Source: an optimization exercise on an open RTL-to-GDS flow (aim: small area, a short achievable clock period and few clock cycles per item). Production flows keep margins and buffers that such runs may drop.
RTL that was checked went through simulation tests only; none was proved equivalent to the original.

==> trial 22: inputs <==
// lwe_keygen_top
module lwe_keygen_top #(
    parameter int unsigned                     Q         = 3329,
    parameter logic [lwe_regs_pkg::ADDR_W-1:0] BASE_ADDR = 32'h4000_6000
) (
    input  logic                            clk,
    input  logic                            rst_n,
    input  logic                            awvalid,
    output logic                            awready,
    input  logic [lwe_regs_pkg::ADDR_W-1:0] awaddr,
    input  logic                            wvalid,
    output logic                            wready,
    input  logic [lwe_regs_pkg::DATA_W-1:0] wdata,
    output logic                            bvalid,
    input  logic                            bready,
    output logic [1:0]                      bresp,
    input  logic                            arvalid,
    output logic                            arready,
    input  logic [lwe_regs_pkg::ADDR_W-1:0] araddr,
    output logic                            rvalid,
    input  logic                            rready,
    output logic [lwe_regs_pkg::DATA_W-1:0] rdata,
    output logic [1:0]                      rresp
);
==> module lwe_keygen_engine, before the edit <==
module lwe_keygen_engine (
    input  logic         clk,
    input  logic         rst_n,
    input  logic [31:0]  wdata,
    input  logic         w_load,
    output logic         w_held_d0,
    input  logic         op_wr,
    input  logic [4:0]   op_idx,
    input  logic         start,
    input  logic [191:0] mat_a,
    input  logic [47:0]  vec_s,
    input  logic [47:0]  vec_e,
    output logic         busy,
    output logic         done,
    output logic [11:0]  wr_data,
    output logic         wr_en,
    output logic [4:0]   wr_idx
);
    logic [31:0] rbuf;
    logic [15:0] ybuf;
    logic        r_v, y_v;
    logic [4:0]  r_idx, y_idx;
    logic [2:0]  cnt;
    logic [1:0]  wait_n;
    logic [2:0]  nxt;
    logic [11:0] op_a0, op_a1, op_b0, op_b1, op_e;
    logic [25:0] addend, esum;
    logic [15:0] fold;
    logic        hazard, step, row_done;
    assign nxt = cnt + {2'b0, step};
    always_ff @(posedge clk) begin
        op_a0 <= mat_a[{nxt, 1'b0}*12 +: 12];
        op_a1 <= mat_a[{nxt, 1'b1}*12 +: 12];
        op_b0 <= nxt[0] ? vec_s[24 +: 12] : vec_s[0  +: 12];
        op_b1 <= nxt[0] ? vec_s[36 +: 12] : vec_s[12 +: 12];
        op_e  <= vec_e[nxt[2:1]*12 +: 12];
    end
    assign addend = cnt[0] ? rbuf[25:0] : {14'b0, op_e};
    lwe_macc2 u_macc (
        .a0(op_a0), .b0(op_b0), .a1(op_a1), .b1(op_b1), .c(addend), .y(esum)
    );
    lwe_fold32 u_fold32 (.x(rbuf), .y(fold));
    lwe_fold16 u_fold16 (.y(ybuf), .r(wr_data));
    assign hazard = (r_v && (r_idx[4:2] == 3'b000 || r_idx[4:2] == 3'b100 || r_idx == 5'd20)) ||
                    (y_v && (y_idx == 5'd0 || y_idx == 5'd1 || y_idx == 5'd16 ||
                             y_idx == 5'd17 || y_idx == 5'd20));
    assign step     = busy && (wait_n == 2'd0);
    assign row_done = step && cnt[0];
    always_ff @(posedge clk) begin
        if (busy) begin
            rbuf <= {6'b0, esum};
        end else if (w_load) begin
            rbuf <= wdata;
        end
        ybuf  <= fold;
        r_idx <= busy ? {3'b110, cnt[2:1]} : op_idx;
        y_idx <= r_idx;
    end
    assign w_held_d0 = rbuf[0];
    assign wr_en     = y_v;
    assign wr_idx    = y_idx;
    always_ff @(posedge clk or negedge rst_n) begin
        if (!rst_n) begin
            busy   <= 1'b0;
            done   <= 1'b0;
            cnt    <= 3'd0;
            wait_n <= 2'd0;
            r_v    <= 1'b0;
            y_v    <= 1'b0;
        end else begin
            r_v <= op_wr || row_done;
            y_v <= r_v;
            if (start) begin
                busy   <= 1'b1;
                done   <= 1'b0;
                wait_n <= hazard ? 2'd2 : 2'd0;
            end else if (wait_n != 2'd0) begin
                wait_n <= wait_n - 2'd1;
            end
            if (step) begin
                cnt <= cnt + 3'd1;
                if (cnt == 3'd7) begin
                    busy <= 1'b0;
                    done <= 1'b1;
                end
            end
        end
    end
endmodule
==> flow/config.mk <==
export PLATFORM = sky130hd
export DESIGN_NAME = lwe_keygen_top
export DESIGN_NICKNAME = lwe_keygen_top
export VERILOG_FILES = /design/flow/design.v
export SDC_FILE = /design/flow/constraint.sdc
export NUM_CORES = 4
export LEC_CHECK = 0
export CAP_MARGIN = 20
export CORE_MARGIN = 2
export CORE_UTILIZATION = 40
export PLACE_DENSITY = 0.6
export SETUP_SLACK_MARGIN = 1.5
export SLEW_MARGIN = 20
==> flow/constraint.sdc <==
create_clock -name core_clock -period 30.0 [get_ports {clk}]
set_input_delay 6.0000 -clock core_clock [delete_from_list [all_inputs] [get_ports {clk}]]
set_output_delay 6.0000 -clock core_clock [all_outputs]
set_load 0.01 [all_outputs]
run.sh (not shown) runs the stock make flow with config.mk's settings and CLKGATE_MAP_FILE= SYNTH_SCRIPT=/design/flow/synth_recipe.tcl, a recipe that flattens the netlist after the stock synthesis.
==> inputs of build 79, as changes to trial 22 <==
--- a/flow/design.v
+++ b/flow/design.v
@@ -215,73 +215,68 @@
     output logic         wr_en,
     output logic [4:0]   wr_idx
 );
     logic [31:0] rbuf;
     logic [15:0] ybuf;
     logic        r_v, y_v;
     logic [4:0]  r_idx, y_idx;
     logic [2:0]  cnt;
-    logic [1:0]  wait_n;
-    logic [2:0]  nxt;
-    logic [11:0] op_a0, op_a1, op_b0, op_b1, op_e;
+    logic [1:0]  row;
+    logic        ph;
+    logic [11:0] a0, a1, b0, b1, ev;
     logic [25:0] addend, esum;
     logic [15:0] fold;
     logic        hazard, step, row_done;
-    assign nxt = cnt + {2'b0, step};
-    always_ff @(posedge clk) begin
-        op_a0 <= mat_a[{nxt, 1'b0}*12 +: 12];
-        op_a1 <= mat_a[{nxt, 1'b1}*12 +: 12];
-        op_b0 <= nxt[0] ? vec_s[24 +: 12] : vec_s[0  +: 12];
-        op_b1 <= nxt[0] ? vec_s[36 +: 12] : vec_s[12 +: 12];
-        op_e  <= vec_e[nxt[2:1]*12 +: 12];
-    end
-    assign addend = cnt[0] ? rbuf[25:0] : {14'b0, op_e};
+    assign row = cnt[2:1];
+    assign ph  = cnt[0];
+    assign a0  = mat_a[{row, ph, 1'b0}*12 +: 12];
+    assign a1  = mat_a[{row, ph, 1'b1}*12 +: 12];
+    assign b0  = ph ? vec_s[24 +: 12] : vec_s[0  +: 12];
+    assign b1  = ph ? vec_s[36 +: 12] : vec_s[12 +: 12];
+    assign ev  = vec_e[row*12 +: 12];
+    assign addend = ph ? rbuf[25:0] : {14'b0, ev};
     lwe_macc2 u_macc (
-        .a0(op_a0), .b0(op_b0), .a1(op_a1), .b1(op_b1), .c(addend), .y(esum)
+        .a0(a0), .b0(b0), .a1(a1), .b1(b1), .c(addend), .y(esum)
     );
     lwe_fold32 u_fold32 (.x(rbuf), .y(fold));
     lwe_fold16 u_fold16 (.y(ybuf), .r(wr_data));
-    assign hazard = (r_v && (r_idx[4:2] == 3'b000 || r_idx[4:2] == 3'b100 || r_idx == 5'd20)) ||
-                    (y_v && (y_idx == 5'd0 || y_idx == 5'd1 || y_idx == 5'd16 ||
-                             y_idx == 5'd17 || y_idx == 5'd20));
-    assign step     = busy && (wait_n == 2'd0);
-    assign row_done = step && cnt[0];
+    assign hazard   = (cnt == 3'd0) && y_v &&
+                      (y_idx == 5'd0 || y_idx == 5'd1 || y_idx == 5'd16 ||
+                       y_idx == 5'd17 || y_idx == 5'd20);
+    assign step     = busy && !hazard;
+    assign row_done = step && ph;
     always_ff @(posedge clk) begin
         if (busy) begin
             rbuf <= {6'b0, esum};
         end else if (w_load) begin
             rbuf <= wdata;
         end
         ybuf  <= fold;
-        r_idx <= busy ? {3'b110, cnt[2:1]} : op_idx;
+        r_idx <= busy ? {3'b110, row} : op_idx;
         y_idx <= r_idx;
     end
     assign w_held_d0 = rbuf[0];
     assign wr_en     = y_v;
     assign wr_idx    = y_idx;
     always_ff @(posedge clk or negedge rst_n) begin
         if (!rst_n) begin
-            busy   <= 1'b0;
-            done   <= 1'b0;
-            cnt    <= 3'd0;
-            wait_n <= 2'd0;
-            r_v    <= 1'b0;
-            y_v    <= 1'b0;
+            busy <= 1'b0;
+            done <= 1'b0;
+            cnt  <= 3'd0;
+            r_v  <= 1'b0;
+            y_v  <= 1'b0;
         end else begin
             r_v <= op_wr || row_done;
             y_v <= r_v;
             if (start) begin
-                busy   <= 1'b1;
-                done   <= 1'b0;
-                wait_n <= hazard ? 2'd2 : 2'd0;
-            end else if (wait_n != 2'd0) begin
-                wait_n <= wait_n - 2'd1;
-            end
-            if (step) begin
+                busy <= 1'b1;
+                done <= 1'b0;
+                cnt  <= 3'd0;
+            end else if (step) begin
                 cnt <= cnt + 3'd1;
                 if (cnt == 3'd7) begin
                     busy <= 1'b0;
                     done <= 1'b1;
                 end
             end
         end
     end
==> inputs of build 46, as changes to trial 22 <==
--- a/flow/design.v
+++ b/flow/design.v
@@ -34,130 +34,139 @@
     output logic        rvalid,
     input  logic        rready,
     output logic [31:0] rdata,
     output logic [1:0]  rresp,
     output logic        w_load,      
     input  logic        w_held_d0,   
     output logic        op_wr,       
     output logic [4:0]  op_idx,
-    output logic        start,
+    output logic        start,       
     output logic [4:0]  rd_idx,      
     input  logic [11:0] rd_data,     
     input  logic        busy,
-    input  logic        done
+    input  logic        done,
+    input  logic        active,    
+    input  logic        hold,      
+    input  logic        hold_d,    
+    input  logic [3:0]  pend       
 );
     localparam logic [24:0] WIN = BASE_ADDR[31:7];
     logic       aw_v;
     logic       aw_op;       
     logic       aw_ctl;      
     logic [4:0] aw_idx;
     logic       w_v;
     logic       w_lost;
     logic       bsk_v;
     logic       bsk_err;
     logic       aw_hs, w_hs;
     logic       in_hit, in_op, in_ctl;
     logic       have_aw, have_w, b_space, exec;
-    logic       c_op, c_ctl, c_lost, c_d0, ok;
+    logic       c_op, c_ctl, c_lost, c_d0, ok, busy_v, eng;
     assign aw_hs  = awvalid && awready;
     assign w_hs   = wvalid && wready;
     assign in_hit = (awaddr[31:7] == WIN);
     assign in_op  = in_hit && !(awaddr[6] && awaddr[5]);
     assign in_ctl = in_hit && (awaddr[6:2] == lwe_regs_pkg::IDX_CTRL);
     assign have_aw = aw_v || aw_hs;
     assign have_w  = w_v || w_hs;
     assign b_space = !(bvalid && bsk_v);
-    assign exec    = have_aw && have_w && b_space;
+    assign exec    = have_aw && have_w && b_space && !hold;
     assign c_op   = aw_v ? aw_op  : in_op;
     assign c_ctl  = aw_v ? aw_ctl : in_ctl;
-    assign c_lost = w_v  ? w_lost : busy;
+    assign c_lost = w_v  ? w_lost : eng;
     assign c_d0   = w_v  ? w_held_d0 : wdata[0];
-    assign ok     = (c_op || c_ctl) && !busy && !c_lost;
-    assign w_load = w_hs && !busy;
+    assign busy_v = busy || start;
+    assign eng    = active || start;
+    assign ok     = (c_op || c_ctl) && !busy_v && !c_lost;
+    assign w_load = w_hs && !eng;
     assign op_wr  = exec && ok && c_op;
     assign op_idx = aw_v ? aw_idx : awaddr[6:2];
-    assign start  = exec && ok && c_ctl && c_d0;
     always_ff @(posedge clk or negedge rst_n) begin
         if (!rst_n) begin
             aw_v    <= 1'b0;
             w_v     <= 1'b0;
+            start   <= 1'b0;
             awready <= 1'b0;
             wready  <= 1'b0;
             bvalid  <= 1'b0;
             bsk_v   <= 1'b0;
         end else begin
+            start   <= exec && ok && c_ctl && c_d0;
             aw_v    <= have_aw && !exec;
             w_v     <= have_w && !exec;
             awready <= !(have_aw && !exec);
-            wready  <= !(have_w && !exec);
+            wready  <= !(have_w && !exec) && !hold_d;
             if (!bvalid || bready) begin
                 bvalid <= bsk_v || exec;
                 bsk_v  <= bsk_v && exec;
             end else begin
                 bsk_v  <= bsk_v || exec;
             end
         end
     end
     always_ff @(posedge clk) begin
         if (aw_hs && !aw_v) begin
             aw_op  <= in_op;
             aw_ctl <= in_ctl;
             aw_idx <= awaddr[6:2];
         end
         if (w_hs) begin
-            w_lost <= busy;
+            w_lost <= eng;
         end
         if (!bvalid || bready) begin
             bresp[1] <= bsk_v ? bsk_err : !ok;
             bsk_err  <= !ok;
         end else if (!bsk_v) begin
             bsk_err  <= !ok;
         end
     end
     assign bresp[0] = 1'b0;
     logic       q_v;
     logic       q_err;
+    logic       q_t;
     logic [4:0] q_idx;
     logic       ar_hs, in_rhit, pop;
     logic [4:0] in_ridx;
     logic [11:0] r_data;
     assign ar_hs   = arvalid && arready;
     assign in_ridx = araddr[6:2];
     assign in_rhit = (araddr[31:7] == WIN);
-    assign pop     = q_v && (!rvalid || rready);
+    assign pop     = q_v && (!rvalid || rready) && !(q_t && pend[q_idx[1:0]]);
     always_ff @(posedge clk or negedge rst_n) begin
         if (!rst_n) begin
             q_v     <= 1'b0;
             arready <= 1'b0;
             rvalid  <= 1'b0;
         end else begin
             q_v     <= (q_v && !pop) || ar_hs;
             arready <= !((q_v && !pop) || ar_hs);
             if (!rvalid || rready) begin
-                rvalid <= q_v;
+                rvalid <= pop;
             end
         end
     end
     always_ff @(posedge clk) begin
         if (ar_hs) begin
             q_err <= !in_rhit || (in_ridx[4:2] == 3'b111 && in_ridx[1:0] != 2'b01);
             q_idx <= in_ridx;
+            q_t   <= in_rhit && in_ridx[4:2] == 3'b110;
         end
         if (pop) begin
             rresp[1]    <= q_err;
             rdata[11:0] <= r_data;
         end
     end
     assign rd_idx = q_idx;
     always_comb begin
         if (q_err) begin
             r_data = '0;
         end else if (q_idx == lwe_regs_pkg::IDX_STATUS) begin
-            r_data = {10'b0, done, busy};
+            r_data = {10'b0, done && !start, busy_v};
         end else begin
             r_data = rd_data;
         end
     end
     assign rresp[0]     = 1'b0;
     assign rdata[31:12] = '0;
 endmodule
 `timescale 1ns/100ps
@@ -206,24 +215,29 @@
     input  logic         op_wr,
     input  logic [4:0]   op_idx,
     input  logic         start,
     input  logic [191:0] mat_a,
     input  logic [47:0]  vec_s,
     input  logic [47:0]  vec_e,
     output logic         busy,
     output logic         done,
+    output logic         active,
+    output logic         hold,
+    output logic         hold_d,
+    output logic [3:0]   pend,
     output logic [11:0]  wr_data,
     output logic         wr_en,
     output logic [4:0]   wr_idx
 );
     logic [31:0] rbuf;
     logic [15:0] ybuf;
     logic        r_v, y_v;
     logic [4:0]  r_idx, y_idx;
+    logic        run;
     logic [2:0]  cnt;
     logic [1:0]  wait_n;
     logic [2:0]  nxt;
     logic [11:0] op_a0, op_a1, op_b0, op_b1, op_e;
     logic [25:0] addend, esum;
     logic [15:0] fold;
     logic        hazard, step, row_done;
     assign nxt = cnt + {2'b0, step};
@@ -235,58 +249,77 @@
         op_e  <= vec_e[nxt[2:1]*12 +: 12];
     end
     assign addend = cnt[0] ? rbuf[25:0] : {14'b0, op_e};
     lwe_macc2 u_macc (
         .a0(op_a0), .b0(op_b0), .a1(op_a1), .b1(op_b1), .c(addend), .y(esum)
     );
     lwe_fold32 u_fold32 (.x(rbuf), .y(fold));
     lwe_fold16 u_fold16 (.y(ybuf), .r(wr_data));
-    assign hazard = (r_v && (r_idx[4:2] == 3'b000 || r_idx[4:2] == 3'b100 || r_idx == 5'd20)) ||
-                    (y_v && (y_idx == 5'd0 || y_idx == 5'd1 || y_idx == 5'd16 ||
-                             y_idx == 5'd17 || y_idx == 5'd20));
-    assign step     = busy && (wait_n == 2'd0);
+    assign hazard = y_v && (y_idx == 5'd0 || y_idx == 5'd1 || y_idx == 5'd16 ||
+                            y_idx == 5'd17 || y_idx == 5'd20);
+    assign step     = run && (wait_n == 2'd0);
+    assign hold_d   = hold ? !(y_v && y_idx == 5'd27) : (step && cnt == 3'd0);
     assign row_done = step && cnt[0];
     always_ff @(posedge clk) begin
-        if (busy) begin
+        if (run) begin
             rbuf <= {6'b0, esum};
         end else if (w_load) begin
             rbuf <= wdata;
         end
         ybuf  <= fold;
-        r_idx <= busy ? {3'b110, cnt[2:1]} : op_idx;
+        r_idx <= run ? {3'b110, cnt[2:1]} : op_idx;
         y_idx <= r_idx;
     end
     assign w_held_d0 = rbuf[0];
     assign wr_en     = y_v;
     assign wr_idx    = y_idx;
     always_ff @(posedge clk or negedge rst_n) begin
         if (!rst_n) begin
             busy   <= 1'b0;
             done   <= 1'b0;
+            active <= 1'b0;
+            hold   <= 1'b0;
+            pend   <= 4'b0;
+            run    <= 1'b0;
             cnt    <= 3'd0;
             wait_n <= 2'd0;
             r_v    <= 1'b0;
             y_v    <= 1'b0;
         end else begin
-            r_v <= op_wr || row_done;
-            y_v <= r_v;
+            r_v  <= op_wr || row_done;
+            y_v  <= r_v;
+            hold <= hold_d;
             if (start) begin
                 busy   <= 1'b1;
                 done   <= 1'b0;
-                wait_n <= hazard ? 2'd2 : 2'd0;
-            end else if (wait_n != 2'd0) begin
-                wait_n <= wait_n - 2'd1;
-            end
-            if (step) begin
-                cnt <= cnt + 3'd1;
-                if (cnt == 3'd7) begin
+                active <= 1'b1;
+                pend   <= 4'hF;
+                run    <= 1'b1;
+                wait_n <= {1'b0, hazard};
+            end else begin
+                if (wait_n != 2'd0) begin
+                    wait_n <= wait_n - 2'd1;
+                end
+                if (step && cnt == 3'd0) begin
                     busy <= 1'b0;
                     done <= 1'b1;
                 end
+                if (step && cnt == 3'd7) begin
+                    run <= 1'b0;
+                end
+                if (y_v && y_idx[4:3] == 2'b11) begin
+                    pend[y_idx[1:0]] <= 1'b0;
+                    if (y_idx[1:0] == 2'd3) begin
+                        active <= 1'b0;
+                    end
+                end
+            end
+            if (step) begin
+                cnt <= cnt + 3'd1;
             end
         end
     end
 endmodule
 module lwe_fold32 (
     input  logic [31:0] x,
     output logic [15:0] y
 );
@@ -1379,40 +1412,39 @@
     wire m_555 = c[23] ^ m_464 ^ m_508;
     wire m_556 = (c[23] | m_464) & (c[23] | m_508) & (m_464 | m_508);
     assign y = {c[25], c[24], m_555, m_553, m_551, m_549, m_547, m_545, m_543, m_541, m_539, m_537, m_535, m_533, m_531, m_529, m_527, m_525, m_523, m_521, m_519, m_517, m_515, m_513, m_511, c[0]} + {1'b0, m_556, m_554, m_552, m_550, m_548, m_546, m_544, m_542, m_540, m_538, m_536, m_534, m_532, m_530, m_528, m_526, m_524, m_522, m_520, m_518, m_516, m_514, m_512, m_510, m_509};
 endmodule
 module lwe_fold16 (
     input  logic [15:0] y,
     output logic [11:0] r
 );
-    logic [13:0] t0, t1, t2;
-    logic [13:0] z0, z1, z2;
+    logic [11:0] t;
+    logic [12:0] z, d;
     always_comb begin
         case (y[15:12])
-            4'd0: begin t0 = 14'd0; t1 = 14'd13055; t2 = 14'd9726; end
-            4'd1: begin t0 = 14'd767; t1 = 14'd13822; t2 = 14'd10493; end
-            4'd2: begin t0 = 14'd1534; t1 = 14'd14589; t2 = 14'd11260; end
-            4'd3: begin t0 = 14'd2301; t1 = 14'd15356; t2 = 14'd12027; end
-            4'd4: begin t0 = 14'd3068; t1 = 14'd16123; t2 = 14'd12794; end
-            4'd5: begin t0 = 14'd506; t1 = 14'd13561; t2 = 14'd10232; end
-            4'd6: begin t0 = 14'd1273; t1 = 14'd14328; t2 = 14'd10999; end
-            4'd7: begin t0 = 14'd2040; t1 = 14'd15095; t2 = 14'd11766; end
-            4'd8: begin t0 = 14'd2807; t1 = 14'd15862; t2 = 14'd12533; end
-            4'd9: begin t0 = 14'd245; t1 = 14'd13300; t2 = 14'd9971; end
-            4'd10: begin t0 = 14'd1012; t1 = 14'd14067; t2 = 14'd10738; end
-            4'd11: begin t0 = 14'd1779; t1 = 14'd14834; t2 = 14'd11505; end
-            4'd12: begin t0 = 14'd2546; t1 = 14'd15601; t2 = 14'd12272; end
-            default: begin t0 = 14'd0; t1 = 14'd0; t2 = 14'd0; end
+            4'd0: t = 12'd0;
+            4'd1: t = 12'd767;
+            4'd2: t = 12'd1534;
+            4'd3: t = 12'd2301;
+            4'd4: t = 12'd3068;
+            4'd5: t = 12'd506;
+            4'd6: t = 12'd1273;
+            4'd7: t = 12'd2040;
+            4'd8: t = 12'd2807;
+            4'd9: t = 12'd245;
+            4'd10: t = 12'd1012;
+            4'd11: t = 12'd1779;
+            4'd12: t = 12'd2546;
+            default: t = 12'd0;
         endcase
     end
-    assign z0 = {2'b0, y[11:0]} + t0;
-    assign z1 = {2'b0, y[11:0]} + t1;
-    assign z2 = {2'b0, y[11:0]} + t2;
-    assign r  = !z2[13] ? z2[11:0] : (!z1[13] ? z1[11:0] : z0[11:0]);
+    assign z = {1'b0, y[11:0]} + {1'b0, t};
+    assign d = z - (z >= 13'd6658 ? 13'd6658 : (z >= 13'd3329 ? 13'd3329 : 13'd0));
+    assign r = d[11:0];
 endmodule
 `timescale 1ns/100ps
 module lwe_keygen_top #(
     parameter int unsigned                     Q         = 3329,
     parameter logic [lwe_regs_pkg::ADDR_W-1:0] BASE_ADDR = 32'h4000_6000
 ) (
     input  logic                            clk,
     input  logic                            rst_n,
@@ -1428,17 +1460,18 @@
     input  logic                            arvalid,
     output logic                            arready,
     input  logic [lwe_regs_pkg::ADDR_W-1:0] araddr,
     output logic                            rvalid,
     input  logic                            rready,
     output logic [lwe_regs_pkg::DATA_W-1:0] rdata,
     output logic [1:0]                      rresp
 );
-    logic         w_load, w_held_d0, op_wr, start, busy, done;
+    logic         w_load, w_held_d0, op_wr, start, busy, done, active, hold, hold_d;
+    logic [3:0]   pend;
     logic [4:0]   op_idx, rd_idx, wr_idx;
     logic [11:0]  rd_data, wr_data;
     logic         wr_en;
     logic [191:0] mat_a;
     logic [47:0]  vec_s, vec_e;
     lwe_axil_slave #(.BASE_ADDR(BASE_ADDR)) u_slave (.*);
     lwe_reg_file u_reg_file (.*);
     lwe_keygen_engine u_engine (.*);
==> flow/flow/run.sh (new file) <==
#!/bin/bash
# The standard layout, with the port buffers made of buf_2 cells instead of the
# default delay buffers, and the resizer's setup repair aiming at 22.8 ns of slack on
# the 30 ns clock. Each tool's output goes to a log file in this folder.
set -euo pipefail
bash standard.sh BUFFER_PORTS_ARGS="-buffer_cell sky130_fd_sc_hd__buf_2" SETUP_SLACK_MARGIN=22.8 finish > standard_finish.log 2>&1
==> flow/standard.sh (new file) <==
#!/bin/bash
# synth_recipe.tcl (not shown) runs the flow's synth.tcl, then flattens the netlist and writes it again
# the make line also repeats each setting of config.mk as NAME=value (left out here)
make -C /OpenROAD-flow-scripts/flow DESIGN_CONFIG=/design/flow/config.mk WORK_HOME=/design/flow/orfs CLKGATE_MAP_FILE= SYNTH_SCRIPT=/design/flow/synth_recipe.tcl "${@:-finish}"
CORE_UTILIZATION = 65   (was 40)
PLACE_DENSITY = 0.75   (was 0.6)
removed: flow/run.sh
==> qor summary <==
quantity                                                 build 46  build 79  trial 22
Status                                   timing/DRC/antenna clean  timing/DRC/antenna clean  timing/DRC/antenna clean
Worst hold margin                                        0.330 ns  0.325 ns  0.350 ns
Simple-Gate Fraction of Synth Area                          0.102    0.0976     0.102
Max Used Layer                                               met4      met4      met5
Horizontal die dimension                                   234 µm    296 µm    302 µm
Floorplan die height                                       234 µm    296 µm    302 µm
DR pass1 iterations                                             8         6         6
Post-CTS Setup Inserts                                          2         0         0
Count of non-CTS inverters in the layout                      456       471       462
Proportion of synthesized chip area in sequential cells     0.419     0.388     0.406
Crit path buffers/inverters                                     1         8         2
Testbench counts of build 46, summed over its fixed seeds: cycles 2,432, keygens 64.
Function not checked in trial 22 and build 79: the RTL went through the layout flow alone.

[afterwards: timing with drivers on the ports]
The flow's constraints put no driver on any port. The routed layouts listed below were extracted and timed again, unchanged, in two steps.
Step 1: set_driving_cell puts a clkbuf_16 on clk and a buf_2 on each other input, an assumption about the parent block.
Step 2 times the ports against the registers' clock, not the clock port: input delays grow and output delays shrink by t, the midpoint of the rising clock arrivals with the driver on.
a / b / c = ideal / step 1 / step 2; a / b = the first two.
run | t (ns) | setup WS [ns] | hold WS [ns] | worst data-port slew with drivers (ns)
trial 22 | 0.702 | 22.282 / 22.327 / 21.625 | 0.350 / 0.350 / 0.350 | 0.05
build 79 | 0.665 | 20.472 / 20.472 / 20.472 | 0.325 / 0.325 / 0.325 | 0.05
build 46 | 0.673 | 22.807 / 22.750 / 22.230 | 0.330 / 0.330 / 0.330 | 0.06
After both steps every run listed still meets setup and hold. The setup slack of trial 22, which loses most, moves by +0.045 ns with the drivers and by -0.657 ns with both steps.
